This is an optimization exercise on Yosys and OpenROAD, whose aim is small area, a short achievable clock period and few clock cycles, not a production implementation.
Function was checked by simulation only, so behaviour that the tests miss may differ from the original.
No activity file was given, so power comes from the tool's default toggle rates.

**flow/config.mk**
```make
export PLATFORM = sky130hd
export DESIGN_NAME = sector_cache_fifo_writeback
export DESIGN_NICKNAME = sector_cache_fifo_writeback
export VERILOG_FILES = /design/flow/design.v
export SDC_FILE = /design/flow/constraint.sdc
export NUM_CORES = 4
export LEC_CHECK = 0
export CAP_MARGIN = 20
export CORE_MARGIN = 2
export CORE_UTILIZATION = 45
export PLACE_DENSITY = 0.62
export SETUP_SLACK_MARGIN = 2.6
export SLEW_MARGIN = 20
```
**flow/constraint.sdc**
```tcl
create_clock -name core_clock -period 6.0 [get_ports {clock}]
set_input_delay 1.2000 -clock core_clock [delete_from_list [all_inputs] [get_ports {clock}]]
set_output_delay 1.2000 -clock core_clock [all_outputs]
set_load 0.01 [all_outputs]
```
**flow/design.v**
```verilog
package scfw_pkg;
   localparam int unsigned ENTRIES_DEF = 64;
   localparam int unsigned SLOT_W      = 6;
   localparam int unsigned SECTOR_W    = 32;
   localparam int unsigned OP_W        = 2;
   localparam logic [OP_W-1:0] OP_READ  = 2'd0;
   localparam logic [OP_W-1:0] OP_WRITE = 2'd1;
   localparam logic [OP_W-1:0] OP_FLUSH = 2'd2;
   typedef enum logic [5:0] {
      ST_IDLE      = 6'b000001,
      ST_SEARCH    = 6'b000010,
      ST_EVICT     = 6'b000100,
      ST_FLUSH_SCAN = 6'b001000,
      ST_FLUSH_RD  = 6'b010000,
      ST_RESP      = 6'b100000
   } state_type;
endpackage
module sector_cache_fifo_writeback
#(
   parameter int unsigned ENTRIES = scfw_pkg::ENTRIES_DEF
) (
   input  logic                clock,
   input  logic                reset,
   input  logic                req_valid,
   output logic                req_stall,
   input  logic [scfw_pkg::OP_W-1:0]     req_operation,
   input  logic [scfw_pkg::SECTOR_W-1:0] req_sector,
   output logic                rsp_valid,
   input  logic                rsp_stall,
   output logic                rsp_hit,
   output logic [scfw_pkg::SLOT_W-1:0]   rsp_slot,
   output logic                rsp_fill,
   output logic                rsp_writeback,
   output logic [scfw_pkg::SECTOR_W-1:0] rsp_writeback_sector,
   output logic                rsp_last
);
   localparam int unsigned IDX_W = $clog2(ENTRIES);
   localparam int unsigned SW    = scfw_pkg::SECTOR_W;
   localparam int unsigned RW    = 3 + IDX_W + SW + 1;  
   logic                  s1_v;
   logic [1:0]            s1_op;
   logic [SW-1:0]         s1_sec;
   logic [SW-1:0]         s1_secn;       
   logic                  s2_v;
   logic                  s2_fl;         
   logic                  s2_w;          
   logic [SW-1:0]         s2_sec;
   logic [ENTRIES-1:0]    s2_eq;         
   logic                  s2_cv;         
   logic                  s2_eqp;        
   logic                  s3_v;
   logic                  s3_fl;
   logic                  s3_w;
   logic [SW-1:0]         s3_sec;
   logic [ENTRIES-1:0]    s3_match;
   logic                  s3_miss;
   logic [IDX_W-1:0]      s3_pv;         
   logic [ENTRIES-1:0]    s3_fillm;      
   logic [SW-1:0]         s3_data;       
   logic                  fl_any;        
   logic                  r_v;           
   logic [IDX_W-1:0]      r_sel;
   logic                  r_last;
   logic                  e_v;           
   logic [IDX_W-1:0]      e_sel;
   logic                  e_last;
   logic [ENTRIES*SW-1:0] tag_ff;
   logic [ENTRIES-1:0]    dirty_ff;
   logic [IDX_W:0]        dcnt_ff;       
   logic [IDX_W-1:0]      p_ff;
   logic [ENTRIES-1:0]    lt_ff;         
   logic                  full_ff;
   logic                  out_v, skid_v;
   logic [RW-1:0]         out_r, skid_r;
   logic                  stall_ff;
   assign req_stall = stall_ff;
   assign rsp_valid = out_v;
   assign {rsp_hit, rsp_slot, rsp_fill, rsp_writeback, rsp_writeback_sector, rsp_last} = out_r;
   logic [ENTRIES-1:0] valid, eq, p_oh;
   logic               pend_v, eq_pend, eq_prev;
   assign pend_v  = s3_v & ~s3_fl;
   assign eq_pend = (s3_sec == s1_sec);
   assign eq_prev = (s2_sec == s1_sec);
   always_comb begin
      for (int i = 0; i < ENTRIES; i++) begin
         valid[i] = full_ff | lt_ff[i];
         p_oh[i] = (p_ff == IDX_W'(i));
         eq[i]   = (pend_v && s3_fillm[i]) ? eq_pend
                                          : (valid[i] && ((i < ENTRIES / 2) ? (tag_ff[i*SW +: SW] == s1_sec)
                                                                            : (tag_ff[i*SW +: SW] == ~s1_secn)));
      end
   end
   logic [ENTRIES-1:0] match;
   logic               corr_v, miss;
   assign corr_v = s2_cv & s3_miss;
   always_comb begin
      for (int i = 0; i < ENTRIES; i++) begin
         match[i] = (s2_cv && s3_fillm[i]) ? s2_eqp : s2_eq[i];
      end
   end
   assign miss = ~((|s2_eq & ~(s2_cv & |(s2_eq & s3_fillm))) | (corr_v & s2_eqp));
   logic [IDX_W-1:0] rd_idx;      
   logic [SW-1:0]    rd_data;
   assign rd_data = tag_ff[rd_idx*SW +: SW];
   logic [ENTRIES-1:0] r_oh;
   logic [IDX_W-1:0]   hit_slot;
   always_comb begin
      hit_slot = '0;
      for (int i = 0; i < ENTRIES; i++) begin
         r_oh[i] = (r_sel == IDX_W'(i));
         if (s3_match[i]) hit_slot = hit_slot | IDX_W'(i);
      end
   end
   logic room, rw_go, zero_go, emit_go, r_go, s3_done, s2_adv, s1_adv, push, wb;
   logic [RW-1:0] res;
   assign room    = ~skid_v;
   assign rw_go   = s3_v & ~s3_fl & room;
   assign zero_go = s3_v &  s3_fl & ~fl_any & room;
   assign emit_go = s3_v &  s3_fl & e_v & room;
   assign r_go    = s3_v &  s3_fl & r_v & (~e_v | room);
   assign s3_done = rw_go | zero_go | (emit_go & e_last);
   assign push    = rw_go | zero_go | emit_go;
   assign s2_adv  = s2_v & (~s3_v | s3_done);
   assign s1_adv  = s1_v & (~s2_v | s2_adv);
   assign wb      = |(dirty_ff & s3_fillm);
   always_comb begin
      if (s3_fl)
         res = {1'b0, (fl_any ? e_sel : IDX_W'(0)), 1'b0, fl_any,
                (fl_any ? s3_data : SW'(0)), (fl_any ? e_last : 1'b1)};
      else
         res = {~s3_miss, (s3_miss ? s3_pv : hit_slot), s3_miss, wb,
                (wb ? s3_data : SW'(0)), 1'b1};
   end
   logic [ENTRIES-1:0] dirty_sv, dirty_in;
   always_comb begin
      for (int i = 0; i < ENTRIES; i++) begin
         if (~s3_fl)
            dirty_sv[i] = s3_fillm[i] ? s3_w : (dirty_ff[i] | (s3_w & s3_match[i]));
         else
            dirty_sv[i] = dirty_ff[i] & ~(r_v & r_oh[i]);
      end
      dirty_in = dirty_ff;
      if (rw_go | r_go) dirty_in = dirty_sv;
   end
   logic old_d, d_inc, d_dec, c0, c1, c2, any_n, one_n;
   logic [IDX_W:0] dcnt_in;
   assign old_d = |(dirty_ff & (s3_fillm | s3_match));
   assign d_inc = rw_go & s3_w & ~old_d;
   assign d_dec = (rw_go & s3_miss & ~s3_w & old_d) | r_go;
   assign c0    = (dcnt_ff == '0);
   assign c1    = (dcnt_ff == (IDX_W+1)'(1));
   assign c2    = (dcnt_ff == (IDX_W+1)'(2));
   assign any_n = d_inc | (~c0 & ~(d_dec & c1));
   assign one_n = (d_inc & c0) | (~d_inc & ~d_dec & c1) | (d_dec & c2);
   always_comb begin
      dcnt_in = dcnt_ff;
      if (d_inc) dcnt_in = dcnt_ff + 1'b1;
      if (d_dec) dcnt_in = dcnt_ff - 1'b1;
   end
   logic [ENTRIES-1:0] fm;
   logic               any_d, any_m, r_ld;
   logic [IDX_W-1:0]   enc_d, enc_m, next_sel;
   assign fm = dirty_sv & ~({ENTRIES{full_ff}} & (lt_ff | ({ENTRIES{~s3_fl}} & s3_fillm)));
   scfw_lsb #(.N(ENTRIES), .W(IDX_W)) u_enc_d (.v(dirty_sv), .any(any_d), .one(), .idx(enc_d));
   scfw_lsb #(.N(ENTRIES), .W(IDX_W)) u_enc_m (.v(fm),       .any(any_m), .one(), .idx(enc_m));
   assign next_sel = any_m ? enc_m : enc_d;
   assign r_ld     = (s2_adv & s2_fl) | (r_go & ~r_last);
   logic s1_v_n, s2_v_n, s3_v_n, s3_fl_n, fl_any_n, e_v_n, e_last_n, skid_v_n, out_v_n, pop;
   logic s3_done_n, r_v_n, r_last_n;
   logic [IDX_W-1:0] r_sel_n, p_n;
   assign pop = out_v & ~rsp_stall;
   always_comb begin
      s1_v_n = s1_v & ~s1_adv;
      if (~stall_ff) s1_v_n = req_valid & (req_operation != 2'd3);
      s2_v_n   = s1_adv | (s2_v & ~s2_adv);
      s3_v_n   = s2_adv | (s3_v & ~s3_done);
      s3_fl_n  = s2_adv ? s2_fl : s3_fl;
      fl_any_n = (s2_adv & s2_fl) ? any_n : fl_any;
      r_v_n    = r_v;
      r_last_n = r_last;
      if (r_go) r_v_n = ~r_last;
      if (r_ld) r_last_n = one_n;
      if (s2_adv & s2_fl) r_v_n = any_n;
      e_v_n    = r_go | (e_v & ~emit_go);
      e_last_n = r_go ? r_last : e_last;
      if (s2_adv) e_v_n = 1'b0;
      out_v_n  = out_v;
      skid_v_n = skid_v;
      if (~out_v | pop) begin
         if (skid_v) begin
            out_v_n  = 1'b1;
            skid_v_n = 1'b0;
         end else begin
            out_v_n  = push;
         end
      end else if (push) begin
         skid_v_n = 1'b1;
      end
      s3_done_n = ~skid_v_n & (~s3_fl_n | ~fl_any_n | (e_v_n & e_last_n));
      r_sel_n   = r_ld ? next_sel : r_sel;
      p_n       = (s2_adv & ~s2_fl & miss) ? p_ff + 1'b1 : p_ff;
   end
   always_ff @(posedge clock) begin
      if (reset) begin
         s1_v     <= 1'b0;
         s2_v     <= 1'b0;
         s3_v     <= 1'b0;
         dirty_ff <= '0;
         dcnt_ff  <= '0;
         p_ff     <= '0;
         lt_ff    <= '0;
         full_ff  <= 1'b0;
         out_v    <= 1'b0;
         skid_v   <= 1'b0;
         stall_ff <= 1'b0;
      end else begin
         s1_v     <= s1_v_n;
         s2_v     <= s2_v_n;
         s3_v     <= s3_v_n;
         dirty_ff <= dirty_in;
         dcnt_ff  <= dcnt_in;
         if (s2_adv && !s2_fl && miss) begin
            p_ff <= p_ff + 1'b1;
            if (p_ff == IDX_W'(ENTRIES - 1)) full_ff <= 1'b1;
         end
         if (s3_v && !s3_fl) begin
            lt_ff <= s3_fillm[ENTRIES-1] ? '0 : (lt_ff | s3_fillm);
         end
         out_v    <= out_v_n;
         skid_v   <= skid_v_n;
         stall_ff <= s1_v_n & s2_v_n & ~(~s3_v_n | s3_done_n);
      end
   end
   always_ff @(posedge clock) begin
      if (~stall_ff) begin
         s1_op  <= req_operation;
         s1_sec  <= req_sector;
         s1_secn <= ~req_sector;
      end
      if (s1_adv) begin
         s2_fl  <= s1_op[1];
         s2_w   <= s1_op[0];
         s2_sec <= s1_sec;
         s2_eq  <= eq;
         s2_cv  <= s2_v & ~s2_fl;
         s2_eqp <= eq_prev;
      end
      if (s2_adv) begin
         s3_fl    <= s2_fl;
         s3_w     <= s2_w;
         s3_sec   <= s2_sec;
         s3_match <= match;
         s3_miss  <= miss;
         s3_pv    <= p_ff;
         s3_fillm <= p_oh & {ENTRIES{miss}};
      end
      if ((s2_adv & ~s2_fl) | r_go) s3_data <= rd_data;
      fl_any <= fl_any_n;
      r_v    <= r_v_n;
      r_last <= r_last_n;
      e_v    <= e_v_n;
      e_last <= e_last_n;
      r_sel  <= r_sel_n;
      rd_idx <= (r_ld & any_n) ? next_sel : ((s3_fl_n & r_v_n) ? r_sel : p_n);
      if (r_go) e_sel <= r_sel;
      if (~out_v | pop) begin
         if (skid_v) out_r <= skid_r;
         else if (push) out_r <= res;
      end else if (push) begin
         skid_r <= res;
      end
   end
   for (genvar g = 0; g < ENTRIES; g++) begin : g_tag
      always_ff @(posedge clock) begin
         if (rw_go && s3_fillm[g]) tag_ff[g*SW +: SW] <= s3_sec;
      end
   end
endmodule
module scfw_lsb
#(
   parameter int unsigned N = 64,
   parameter int unsigned W = 6
) (
   input  logic [N-1:0] v,
   output logic         any,
   output logic         one,
   output logic [W-1:0] idx
);
   logic [2*N-1:0]   a, m;
   logic [2*N*W-1:0] ix;
   always_comb begin
      a  = '0;
      m  = '0;
      ix = '0;
      for (int j = 0; j < N; j++) begin
         a[N+j]           = v[j];
         ix[(N+j)*W +: W] = W'(j);
      end
      for (int n = N - 1; n >= 1; n--) begin
         a[n]          = a[2*n] | a[2*n+1];
         m[n]          = m[2*n] | m[2*n+1] | (a[2*n] & a[2*n+1]);
         ix[n*W +: W]  = a[2*n] ? ix[2*n*W +: W] : ix[(2*n+1)*W +: W];
      end
   end
   assign any = a[1];
   assign one = a[1] & ~m[1];
   assign idx = ix[W +: W];
endmodule
```
**flow/run.sh**
```bash
#!/bin/bash
# synth_recipe.tcl (not shown) runs the flow's synth.tcl, then flattens the netlist and writes it again
# the make line also repeats each setting of config.mk as NAME=value (left out here)
make -C /OpenROAD-flow-scripts/flow DESIGN_CONFIG=/design/flow/config.mk WORK_HOME=/design/flow/orfs CLKGATE_MAP_FILE= SYNTH_SCRIPT=/design/flow/synth_recipe.tcl finish
```
==> run summary <==
-- where the power goes --
group	leakage (uW)	internal, uW	switching [uW]
clock	0.00468	10400	8180
combinational	0.0195	1700	3380
sequential	0.0241	20500	309
-- sequential cells by signal (all words and copies together), names as in the netlist, 42 cells and up --
register / flops
dirty_ff: 64
lt_ff: 64
out_r: 42
s2_eq: 64
s3_fillm: 64
s3_match: 64
skid_r: 42
tag_ff: 2048
-- cell usage after synthesis (57+ instances only) --
cell       number
a21oi_1       212
nand4_1       284
o22ai_1        80
o21ai_0       181
xor2_1       1107
nand2_1       336
dfxtp_1       159
o2111ai_1      70
nor2b_1        86
nand3_1       106
mux4_2        658
nor4_1        405
xnor2_1      1010
buf_1         135
mux2_2        125
inv_1          65
clkbuf_1      395
edfxtp_1     2511
nand2b_1       73
nor2_1        270
and3_1         57
-- repair_timing --
action                     CTS  global route
hold endpoints to repair     0             0
gates cloned                14             8
setup buffers              176            76
resized for setup          305           100
pin swaps                   51            33
setup endpoints to repair  556           172
-- per-layer routing --
metal  global-route usage, %  routed length (um)
met1                    57.5              234000
met2                    58.2              261000
met3                    18.2              108000
met4                    25.2               46600
met5                       0                 464
-- final cells by class --
type / instances / area (um^2) / area share [%]
flip-flops and latches: 2670 / 78600 / 50.9
multi-input cells: 5521 / 52300 / 33.9
repair buffers: 758 / 8540 / 5.53
clock buffers: 381 / 8140 / 5.27
well taps: 3900 / 4880 / 3.16
clock inverters: 159 / 1470 / 0.952
inverters: 65 / 253 / 0.164
diodes: 86 / 215 / 0.139
-- final timing paths --
| path | slack (ns) | to | start |
|---|---|---|---|
| setup / recovery | 2.24 | rd_idx[0] | s3_w |
| hold / removal | 0.42 | s2_w | s1_op[0] |
| setup reg to reg | 2.24 | rd_idx[0] | s3_w |
| hold reg to reg | 0.42 | s2_w | s1_op[0] |
-- kinds of logic (layout without fill, tap and decap cells) --
logic type               count (synthesis)  count (layout)
AO/OA/AOI/OAI                          798             798
XOR/XNOR                              2117            2117
adder cells (fa/ha/maj)                  9               9
buffers and inverters                  635            1363
flip-flops                            2670            2670
multiplexers                           801             801
other                                    0              86
AND/OR/NAND/NOR                       1793            1796
-- metrics by stage --
step / instance area [um^2] / total power [uW]
floorplan: 131000 / 23300
global placement: 138000 / 25500
detailed placement: 139000 / 25500
CTS: 153000 / 44100
global route: 154000 / 45100
finish: 154000 / 44500
==> results_dict.tcl <==
set metrics [dict create \
    worst-slew-pin-transition_ns 1.34 \
    pre_cts_ws_ns 0.958 \
    post-route-util_pct 53.1 \
    skew_ns 0.0590 \
    synthCells 8823 \
    min_path_cells 0 \
    slowest_delay_ns 0.52 \
    async_flop_share_pct 0 \
    io_pins 82 \
    setup_viol 0 \
    grt_overflow_total 0 \
    final_antenna_net_count 0 \
    yosysWarnings 2 \
    via_per_inst 7.02 \
    clock_sinks 2670 \
    synth_nets 8870 \
    num-fill-cells 24000 \
    setup-tns-final_ns 0 \
    die_height_um 544 \
    antenna_found_initial 113 \
    outcome "complete, no violations" \
    synth_xor_area_share_pct 14.1 \
    layout_common_cells "edfxtp_1, xor2_1, xnor2_1, mux4_2, buf_4" \
    syn_avg_cell_area_um2 14.9 \
    critPathBufInv 2 \
    cts_buffers 303 \
    io_buffers 81 \
    cts.clk_slew.worst_paths_ns 0.06 \
    clockBufferDepth 4 \
    cp.required_ns 6.83 \
    synth_area_leaders "edfxtp_1, mux4_2, xor2_1" \
    drv_cap 0 \
    post_drt_wl_per_cell_um 48.0 \
    yosysTopAreaCell "edfxtp_1" \
    rsz0062_at_grt "true" \
    cts_htree_levels 5 \
    die_area_um2 296000 \
    drive_above_1_share_pct 23.4 \
    clock-root-buffer "clkbuf_16" \
    hpwl_um 467000 \
    cp_slowest_cell "edfxtp_1" \
    grt_pass1_wl_um 840000 \
    holdCritPathClass "reg -> reg" \
    period_needed_ns 3.76 \
    synth_edf_count 2511 \
    fin_nets 9366 \
    ys_seq_area_share_pct 59.9 \
    synth_top_family_by_area "XOR/XNOR gates" \
    clock.fmax_mhz 266 \
    place_inst 12600 \
    relSlewSlack_pct 9.87 \
    grtUsageTotal_pct 43.1 \
    synthMuxAreaShare_pct 12.5 \
    hold_violations 0 \
    insertion_delay_ns 0.97 \
    synth_flop_cell "edfxtp_1" \
    cts_tree "built" \
    leakagePower_uw 0.0483 \
    crit_arrival_ns 4.59 \
    startpoint_type "flop" \
    synth_fa_ha_area_share_pct 0.0858 \
    grt_max_degree 103 \
    layout_commonest_cell "edfxtp_1" \
    synthToLayoutAreaGrowth_pct 17.7 \
    peakVddDrop_v 0.000234 \
    crit_chain "buf_4 > nor2b_2 > buf_4 > o21ai_0 > a22oi_1 > nor4_4 > nand2_2 > nor3_4 > nand3b_1 > a211o_1 > mux2_4" \
    synth-simple-area-share_pct 7.48 \
    drtPass1Iterations 6 \
    cts_hold_buffers 0 \
    yosysUniqueCellTypes 90 \
    cp.depth 11 \
    drt_wl_total_um 650000 \
    slew_violations 0 \
    core_um2 291000 \
    synth_seq_cells 2670 \
    synth_compound_area_share_pct 3.99 \
    num_vias 95000 \
    critical_path_class "reg -> reg" \
    fp.dieW_um 544 \
    synth_top_area_share_pct 57.5 \
    end_kind "flop" \
    drcViolationCount 0 \
    crit_family "simple AND/OR/NAND/NOR gates" \
    path_max_fanout 4 \
    period_share_pct 62.6 \
    synth_area_um2 131000 \
    setup_slack_ns 2.24 \
    rr_worst_depth 11 \
    timing.hold.ws_ns 0.422 \
    start_util_pct 45.2 \
    grt_pass1_vias 87700 \
    gp_congestion 1.11 \
    drt_iter0_markers 19400 \
    floorplan.rows 198 \
    final_cells 13500 \
    crit_top_cell "buf_4" \
    p_per_area_nw_per_um2 288 \
]
Testbench counts, summed over its fixed seeds: cycles 5,256.

[re-timing with driven ports]
The flow's constraints put no driver on any port. The routed layout listed below was extracted and timed again, unchanged, in two steps.
Step 1 (the two cells are an assumption about what drives the block):
set clk [get_ports {clock}]
set_driving_cell -lib_cell sky130_fd_sc_hd__clkbuf_16 $clk
set_driving_cell -lib_cell sky130_fd_sc_hd__buf_2 [delete_from_list [all_inputs] $clk]
Step 2, shift: input delay + t, output delay - t, t = (earliest + latest rising clock arrival at the registers) / 2. This alone moves slack from input paths to output paths.
a / b / c = ideal / step 1 / step 2; a / b = the first two.
t (ns): 1.038
setup slack, ns: 2.241 / 2.241 / 2.241
hold slack, ns: 0.422 / 0.422 / 0.422
worst setup path at the end: register to register
After both steps setup and hold are still met in this run. For this run, drivers alone change the setup slack by 0.000 ns; drivers and shift together by 0.000 ns.
